This is an optimization exercise on Yosys and OpenROAD, whose aim is small area and a short achievable clock period, not a production implementation. The RTL was checked by simulation tests, not by an equivalence proof against the original design. Power figures rest on the tool's default switching activity, not on a simulated workload.

// region
module region (
    input  logic                                     clk,
    input  logic                                     rst_n,
    input  logic [4-1:0]                re,
    input  logic [2*4-1:0]              rsel,
    input  logic [5*4-1:0] raddr,
    input  logic [4-1:0]                we,
    input  logic [2*4-1:0]              wsel,
    input  logic [5*4-1:0] waddr,
    input  logic [16*4-1:0] wdata,
    output logic [4-1:0]                rvalid,
    output logic [16*4-1:0] rdata,
    output logic                                     empty,
    output logic                                     almostfull
);
Size: roughly 2800 cells after synthesis, roughly 1100 flip-flops, ~200 I/O pins, about 0.044 mm^2 of cells after synthesis.
export LEC_CHECK = 0
export CAP_MARGIN = 20
export CORE_MARGIN = 2
export CORE_UTILIZATION = 50
export CTS_CLUSTER_DIAMETER = 70
export CTS_CLUSTER_SIZE = 20
export PLACE_DENSITY = 0.7
export SETUP_SLACK_MARGIN = 2.0
export SLEW_MARGIN = 20
export SYNTH_HIERARCHICAL = 1
create_clock -name core_clock -period 4.0 [get_ports {clk}]
standard.sh (not shown) runs the stock make flow with config.mk's settings and CLKGATE_MAP_FILE= SYNTH_SCRIPT=/design/flow/synth_recipe.tcl, a recipe that flattens the netlist after the stock synthesis.
==> flow/flow/run.sh <==
#!/bin/bash
# Layout flow: the standard ORFS flow (standard.sh), unchanged synthesis,
# with plain buffers on the ports instead of the delay cells buffer_ports
# picks by default, and a clock tree without dummy loads. Each step's output
# goes to a log of its own here.
set -euo pipefail
export BUFFER_PORTS_ARGS="-buffer_cell sky130_fd_sc_hd__buf_2"
export CTS_ARGS="-sink_clustering_enable -repair_clock_nets -sink_clustering_size 20 -sink_clustering_max_diameter 70 -dont_use_dummy_load"
bash standard.sh synth > synth.log 2>&1
bash standard.sh floorplan > floorplan.log 2>&1
bash standard.sh place > place.log 2>&1
bash standard.sh cts > cts.log 2>&1
bash standard.sh route > route.log 2>&1
bash standard.sh finish > finish.log 2>&1
==> next run, changes <==
PLACE_DENSITY = 0.5   (was 0.7)
SETUP_SLACK_MARGIN = 1.9   (was 2.0)
Outcome:
- wire length increases by 12%
- global-route usage increases by 3.4 points
- worst setup slack gets worse by 0.069 ns
- final area decreases by 0.84%
- clock skew decreases by 0.010 ns

region again, from the RTL that the note above started with.
Settings: LEC_CHECK=0, CAP_MARGIN=20, CORE_MARGIN=2, CORE_UTILIZATION=50, CTS_CLUSTER_DIAMETER=70, CTS_CLUSTER_SIZE=20, PLACE_DENSITY=0.8, SETUP_SLACK_MARGIN=1.9, SLEW_MARGIN=20, SYNTH_HIERARCHICAL=1; clock period 4.0 ns.
Scripts as last shown in full above: flow/flow/run.sh
The first run completed with no timing, DRC or antenna violations.
Rerun with:
--- a/flow/flow/run.sh
+++ b/flow/flow/run.sh
@@ -7,3 +7,3 @@
 export BUFFER_PORTS_ARGS="-buffer_cell sky130_fd_sc_hd__buf_2"
-export CTS_ARGS="-sink_clustering_enable -repair_clock_nets -sink_clustering_size 20 -sink_clustering_max_diameter 70 -dont_use_dummy_load"
+export CTS_ARGS="-sink_clustering_enable -repair_clock_nets -sink_clustering_size 22 -sink_clustering_max_diameter 75 -dont_use_dummy_load"
 bash standard.sh synth > synth.log 2>&1
- CTS_CLUSTER_DIAMETER: 70 -> 75
- CTS_CLUSTER_SIZE: 20 -> 22
- PLACE_DENSITY: 0.8 -> default
What happened: The changed run passed the timing, design-rule and antenna checks. Clock skew falls by 0.024 ns. Count of clock-buffer cells in the layout falls by 3. Core utilization falls by 0.13 points. Cell count hardly moves.
Rerun with:
--- a/flow/flow/run.sh
+++ b/flow/flow/run.sh
@@ -7,3 +7,3 @@
 export BUFFER_PORTS_ARGS="-buffer_cell sky130_fd_sc_hd__buf_2"
-export CTS_ARGS="-sink_clustering_enable -repair_clock_nets -sink_clustering_size 22 -sink_clustering_max_diameter 75 -dont_use_dummy_load"
+export CTS_ARGS="-sink_clustering_enable -repair_clock_nets -sink_clustering_size 20 -sink_clustering_max_diameter 70 -dont_use_dummy_load"
 bash standard.sh synth > synth.log 2>&1
- CTS_CLUSTER_DIAMETER: 75 -> 70
- CTS_CLUSTER_SIZE: 22 -> 20
- PLACE_DENSITY: default -> 0.7
- die area does not change
- non-clock buffer count falls by 23
- synthesized cell count does not change
- total power came out higher by 0.56%
Rerun with:
==> flow/flow/run.sh (replaced) <==
#!/bin/bash
# Layout flow: the standard ORFS flow (standard.sh) with its synthesis
# unchanged, and two layout choices made through ORFS's own variables:
# - the ports get plain buf_2 buffers instead of the delay cells that
#   buffer_ports picks by default;
set -euo pipefail

cts_size=$(sed -n 's/^export CTS_CLUSTER_SIZE *= *//p' config.mk)
cts_diameter=$(sed -n 's/^export CTS_CLUSTER_DIAMETER *= *//p' config.mk)

export BUFFER_PORTS_ARGS="-buffer_cell sky130_fd_sc_hd__buf_2"
export CTS_ARGS="-sink_clustering_enable -repair_clock_nets -sink_clustering_size ${cts_size} -sink_clustering_max_diameter ${cts_diameter} -dont_use_dummy_load"

bash standard.sh synth > synth.log 2>&1
bash standard.sh floorplan > floorplan.log 2>&1
bash standard.sh place > place.log 2>&1
bash standard.sh cts > cts.log 2>&1
bash standard.sh route > route.log 2>&1
bash standard.sh finish > finish.log 2>&1
Total power stays the same.
Global-route usage is unchanged.
Worst setup slack stays the same.
Flip-flop and latch count does not change.
Rerun with:
==> flow/flow/run.sh (replaced) <==
#!/bin/bash
# Layout flow: the standard ORFS flow (standard.sh), unchanged synthesis,
# with plain buffers on the ports instead of the delay cells buffer_ports
# picks by default, and a clock tree without dummy loads. Each step's output
# goes to a log of its own here.
set -euo pipefail
export BUFFER_PORTS_ARGS="-buffer_cell sky130_fd_sc_hd__buf_2"
export CTS_ARGS="-sink_clustering_enable -repair_clock_nets -sink_clustering_size 25 -sink_clustering_max_diameter 80 -dont_use_dummy_load"
bash standard.sh synth > synth.log 2>&1
bash standard.sh floorplan > floorplan.log 2>&1
bash standard.sh place > place.log 2>&1
bash standard.sh cts > cts.log 2>&1
bash standard.sh route > route.log 2>&1
bash standard.sh finish > finish.log 2>&1
- CTS_CLUSTER_DIAMETER: 70 -> 80
- CTS_CLUSTER_SIZE: 20 -> 25
- PLACE_DENSITY: 0.7 -> default
=> Setup slack loses 0.033 ns. Core utilization shrinks by 0.24 points. Combinational power rises by about 4%. Via count falls by 1.4%. Register-to-register slack is better by 0.05 ns. Die area stays the same. Clock power shrinks by 12%. Sequential power hardly moves. Routed wire length came out higher by 3.2%.
Rerun with:
--- a/flow/flow/run.sh
+++ b/flow/flow/run.sh
@@ -7,3 +7,3 @@
 export BUFFER_PORTS_ARGS="-buffer_cell sky130_fd_sc_hd__buf_2"
-export CTS_ARGS="-sink_clustering_enable -repair_clock_nets -sink_clustering_size 25 -sink_clustering_max_diameter 80 -dont_use_dummy_load"
+export CTS_ARGS="-sink_clustering_enable -repair_clock_nets -sink_clustering_size 20 -sink_clustering_max_diameter 70 -dont_use_dummy_load"
 bash standard.sh synth > synth.log 2>&1
- CTS_CLUSTER_DIAMETER: 80 -> 70
- CTS_CLUSTER_SIZE: 25 -> 20
=>
- cell area climbs by 0.48%
- wire length hardly moves
- flip-flop and latch count stays the same
- setup slack is better by 0.012 ns
- combinational power is about the same
- critical path depth stays the same
- core utilization climbs by 0.26 points
- via count is about the same

==> port drivers added, routing unchanged <==
How much do the figures lean on ideal ports? The routed layouts below were timed once more, with nothing changed but the port constraints. Step 1 assumes that a clkbuf_16 drives the clock port and a buf_2 every other input. Step 2 also shifts input and output timing later by t, the mid clock arrival at the registers, as if the neighbouring blocks saw the same clock. Slacks: ideal / step 1 / step 2; pairs: ideal / step 1.
run | t, ns | setup slack, ns | cell pins on the clock port's net
the first run of note 1 | 0.661 | 1.834 / 1.762 / 1.184 | 1
the second run of note 1 | 0.671 | 1.765 / 1.697 / 1.085 | 1
the first run of note 2 | 0.667 | 1.822 / 1.755 / 1.138 | 1
the second run of note 2 | 0.685 | 1.804 / 1.740 / 1.119 | 1
the third run of note 2 | 0.672 | 1.832 / 1.762 / 1.124 | 1
the fourth run of note 2 | 0.672 | 1.832 / 1.762 / 1.124 | 1
the fifth run of note 2 | 0.675 | 1.799 / 1.735 / 1.180 | 1
the sixth run of note 2 | 0.684 | 1.811 / 1.747 / 1.166 | 1
After both steps setup and hold are still met in every run listed.
